Source: an optimization exercise on an open RTL-to-GDS flow (aim: small area, a short achievable clock period and few clock cycles per item). Production flows keep margins and buffers that such runs may drop.
Where RTL was checked, it was by simulation tests only, not by an equivalence proof against the original.

==> inputs of job 5806 <==
==> flow/design.v <==
module sorter_top (
    input  logic                                        clk_i,
    input  logic                                        rst_i,
    input  logic                                        src_vld_i,
    input  logic [16-1:0]                   src_data_i,
    output logic                                        reorder_vld_o,
    output logic [8*16-1:0] reorder_ranks_o
);
    localparam int DW   = 16;
    localparam int TW   = 4;
    localparam int WIN  = 15;
    localparam int OUTR = 8;
    logic [DW-1:0]      val_q [WIN];
    logic [TW-1:0]      tag_q [WIN];
    logic [TW-1:0]      ptr_q;
    logic               vld_q;
    logic [WIN-1:0]     lt;           
    logic [WIN-1:0]     is_old;       
    logic [WIN-1:0]     past_old;     
    logic [WIN-1:0]     s_up, s_hold, s_new, s_dn;
    logic               load;
    function automatic logic less_than(input logic [DW-1:0] a, input logic [DW-1:0] b);
        logic [DW-1:0] l;
        logic [DW-1:0] ng;
        for (int i = 0; i < DW; i++) begin
            l[i]  = ~a[i] & b[i];
            ng[i] = ~a[i] | b[i];
        end
        for (int s = 1; s < DW; s = s * 2) begin
            for (int i = 0; i + s < DW; i = i + 2 * s) begin
                l[i]  = l[i + s] | (ng[i + s] & l[i]);
                ng[i] = l[i + s] | (ng[i + s] & ng[i]);
            end
        end
        less_than = l[0];
    endfunction
    always_comb begin
        for (int i = 0; i < WIN; i++) begin
            lt[i]     = less_than(src_data_i, val_q[i]);
            is_old[i] = (tag_q[i] == ptr_q);
            past_old[i] = is_old[i] | ((i > 0) ? past_old[(i > 0) ? i-1 : 0] : 1'b0);
        end
    end
    assign load = src_vld_i & ~rst_i;
    always_comb begin
        for (int j = 0; j < WIN; j++) begin
            s_up[j]   = load & (j > 0) & ~past_old[(j > 0) ? j-1 : 0] & lt[(j > 0) ? j-1 : 0];
            s_dn[j]   = load & (j < WIN-1) & past_old[j] & ~lt[(j < WIN-1) ? j+1 : 0];
            if (j == 0) begin
                s_new[j] = load & (past_old[0] ? lt[1] : lt[0]);
            end else if (j == WIN-1) begin
                s_new[j] = load & ~lt[j-1 + (past_old[j-1] ? 1 : 0)];
            end else begin
                s_new[j] = load & (past_old[j] ? lt[j+1] : lt[j])
                                & ~(past_old[j-1] ? lt[j] : lt[j-1]);
            end
            s_hold[j] = ~rst_i & (~load
                                | (~past_old[j] & ~lt[j])
                                | ((j > 0) & past_old[(j > 0) ? j-1 : 0] & lt[j]));
        end
    end
    always_ff @(posedge clk_i) begin
        for (int j = 0; j < WIN; j++) begin
            val_q[j] <= ({DW{s_up[j]}}   & val_q[(j > 0) ? j-1 : 0])
                      | ({DW{s_hold[j]}} & val_q[j])
                      | ({DW{s_new[j]}}  & src_data_i)
                      | ({DW{s_dn[j]}}   & val_q[(j < WIN-1) ? j+1 : 0]);
            tag_q[j] <= ({TW{s_up[j]}}   & tag_q[(j > 0) ? j-1 : 0])
                      | ({TW{s_hold[j]}} & tag_q[j])
                      | ({TW{s_new[j]}}  & ptr_q)
                      | ({TW{s_dn[j]}}   & tag_q[(j < WIN-1) ? j+1 : 0])
                      | ({TW{rst_i}}     & TW'(j));
        end
        if (rst_i) begin
            ptr_q <= '0;
            vld_q <= 1'b0;
        end else begin
            vld_q <= src_vld_i;
            if (src_vld_i) begin
                ptr_q <= (ptr_q == TW'(WIN - 1)) ? '0 : ptr_q + 1'b1;
            end
        end
    end
    assign reorder_vld_o = vld_q;
    always_comb begin
        for (int r = 0; r < OUTR; r++) begin
            reorder_ranks_o[r*DW +: DW] = val_q[r];
        end
    end
endmodule
==> flow/flow/run.sh <==
#!/bin/bash
# Standard ORFS layout with these changes:
# - ports are buffered with plain buffers instead of the delay cell that
#   buffer_ports picks by default;
# - the resizer may swap cells across footprints (MATCH_CELL_FOOTPRINT=0);
# - before repair_design, the input port buffers are upsized, since each data
#   input fans out to every comparator.
set -e
here=$(pwd)
export BUFFER_PORTS_ARGS="-buffer_cell sky130_fd_sc_hd__buf_1"
export PRE_RESIZE_TCL="$here/flow/upsize_inputs.tcl"
bash standard.sh MATCH_CELL_FOOTPRINT=0 finish > standard_run.log 2>&1
==> flow/flow/upsize_inputs.tcl <==
# Input port buffers drive wide fanout (each data bit feeds every comparator);
# give them a strong cell before repair_design builds buffer trees.
foreach inst [get_cells input*] {
  replace_cell $inst sky130_fd_sc_hd__buf_16
}
==> flow/standard.sh <==
#!/bin/bash
# synth_recipe.tcl (not shown) runs the flow's synth.tcl, then flattens the netlist and writes it again
# the make line also repeats each setting of config.mk as NAME=value (left out here)
make -C /OpenROAD-flow-scripts/flow DESIGN_CONFIG=/design/flow/config.mk WORK_HOME=/design/flow/orfs CLKGATE_MAP_FILE= SYNTH_SCRIPT=/design/flow/synth_recipe.tcl "${@:-finish}"
==> flow/config.mk <==
export PLATFORM = sky130hd
export DESIGN_NAME = sorter_top
export DESIGN_NICKNAME = sorter_top
export VERILOG_FILES = /design/flow/design.v
export SDC_FILE = /design/flow/constraint.sdc
export NUM_CORES = 4
export LEC_CHECK = 0
export ABC_AREA = 1
export CAP_MARGIN = 20
export CORE_MARGIN = 2
export CORE_UTILIZATION = 50
export CTS_CLUSTER_DIAMETER = 100
export CTS_CLUSTER_SIZE = 24
export PLACE_DENSITY = 0.6
export SETUP_SLACK_MARGIN = 3.0
export SLEW_MARGIN = 20
export TNS_END_PERCENT = 0
==> flow/constraint.sdc <==
create_clock -name core_clock -period 6.0 [get_ports {clk_i}]
set_input_delay 1.2000 -clock core_clock [delete_from_list [all_inputs] [get_ports {clk_i}]]
set_output_delay 1.2000 -clock core_clock [all_outputs]
set_load 0.01 [all_outputs]
==> job 3341: changes against job 5806 <==
--- a/flow/design.v
+++ b/flow/design.v
@@ -54,9 +54,7 @@
                 s_new[j] = load & (past_old[j] ? lt[j+1] : lt[j])
                                 & ~(past_old[j-1] ? lt[j] : lt[j-1]);
             end
-            s_hold[j] = ~rst_i & (~load
-                                | (~past_old[j] & ~lt[j])
-                                | ((j > 0) & past_old[(j > 0) ? j-1 : 0] & lt[j]));
+            s_hold[j] = ~rst_i & ~s_up[j] & ~s_dn[j] & ~s_new[j];
         end
     end
     always_ff @(posedge clk_i) begin
==> flow/run.sh (new file) <==
#!/bin/bash
# synth_recipe.tcl (not shown) runs the flow's synth.tcl, then flattens the netlist and writes it again
# the make line also repeats each setting of config.mk as NAME=value (left out here)
make -C /OpenROAD-flow-scripts/flow DESIGN_CONFIG=/design/flow/config.mk WORK_HOME=/design/flow/orfs CLKGATE_MAP_FILE= SYNTH_SCRIPT=/design/flow/synth_recipe.tcl finish
==> flow/config.mk (replaced) <==
export PLATFORM = sky130hd
export DESIGN_NAME = sorter_top
export DESIGN_NICKNAME = sorter_top
export VERILOG_FILES = /design/flow/design.v
export SDC_FILE = /design/flow/constraint.sdc
export NUM_CORES = 4
export LEC_CHECK = 0
export ABC_CLOCK_PERIOD_IN_PS = 2500
export CAP_MARGIN = 20
export CORE_MARGIN = 2
export CORE_UTILIZATION = 50
export PLACE_DENSITY = 0.6
export SETUP_SLACK_MARGIN = 3.4
export SLEW_MARGIN = 20
removed: flow/flow/run.sh
removed: flow/flow/upsize_inputs.tcl
removed: flow/standard.sh
==> notes <==
In job 3341 the worst setup slack is lower than in job 5806, by 0.69 ns. Against job 5806, the synthesized cell count of job 3341 is lower by about 35%. Against job 3341, the sequential share of layout area of job 5806 is higher by 3.1 points. Of job 5806 and job 3341, job 3341 has the higher count of clock-buffer cells in the layout (gap 28). In job 5806 the register-to-register slack is better than in job 3341, by 0.76 ns. Between job 3341 and job 5806, the lower critical path depth is in job 5806 (gap 1). Between job 5806 and job 3341, the lower die area is in job 3341 (gap 8.2%, measured against job 3341). Against job 3341, the hold slack of job 5806 is lower by 0.016 ns.
Testbench counts of job 5806, summed over its fixed seeds: cycles 6,400, items 3,200.
The RTL of job 3341 was laid out without a check of its function.

static timing again, ports no longer ideal:
How much do the figures lean on ideal ports? The routed layouts below were timed once more, with nothing changed but the port constraints.
Step 1, drivers: a clkbuf_16 drives clk_i and a buf_2 each remaining input, both assumed.
Step 2 adds t to the input delays and takes it off the output delays; t is the mean of the earliest and latest rising clock arrival at the registers after step 1. Input paths then give back, and output paths get back, about the clock's delay inside the block.
Slacks: ideal ports / drivers / drivers and shift; pairs: ideal ports / drivers.
run	t, ns	slack for setup (ns)	worst slew at a driven data input, ns	cell pins on the clock port's net
job 5806	0.591	2.995 / 2.990 / 2.399	0.10	1
job 3341	0.631	2.309 / 2.298 / 1.666	0.10	1
After both steps every run listed still meets setup and hold. For job 3341, which loses most, drivers alone change the setup slack by -0.011 ns; drivers and shift together by -0.643 ns.
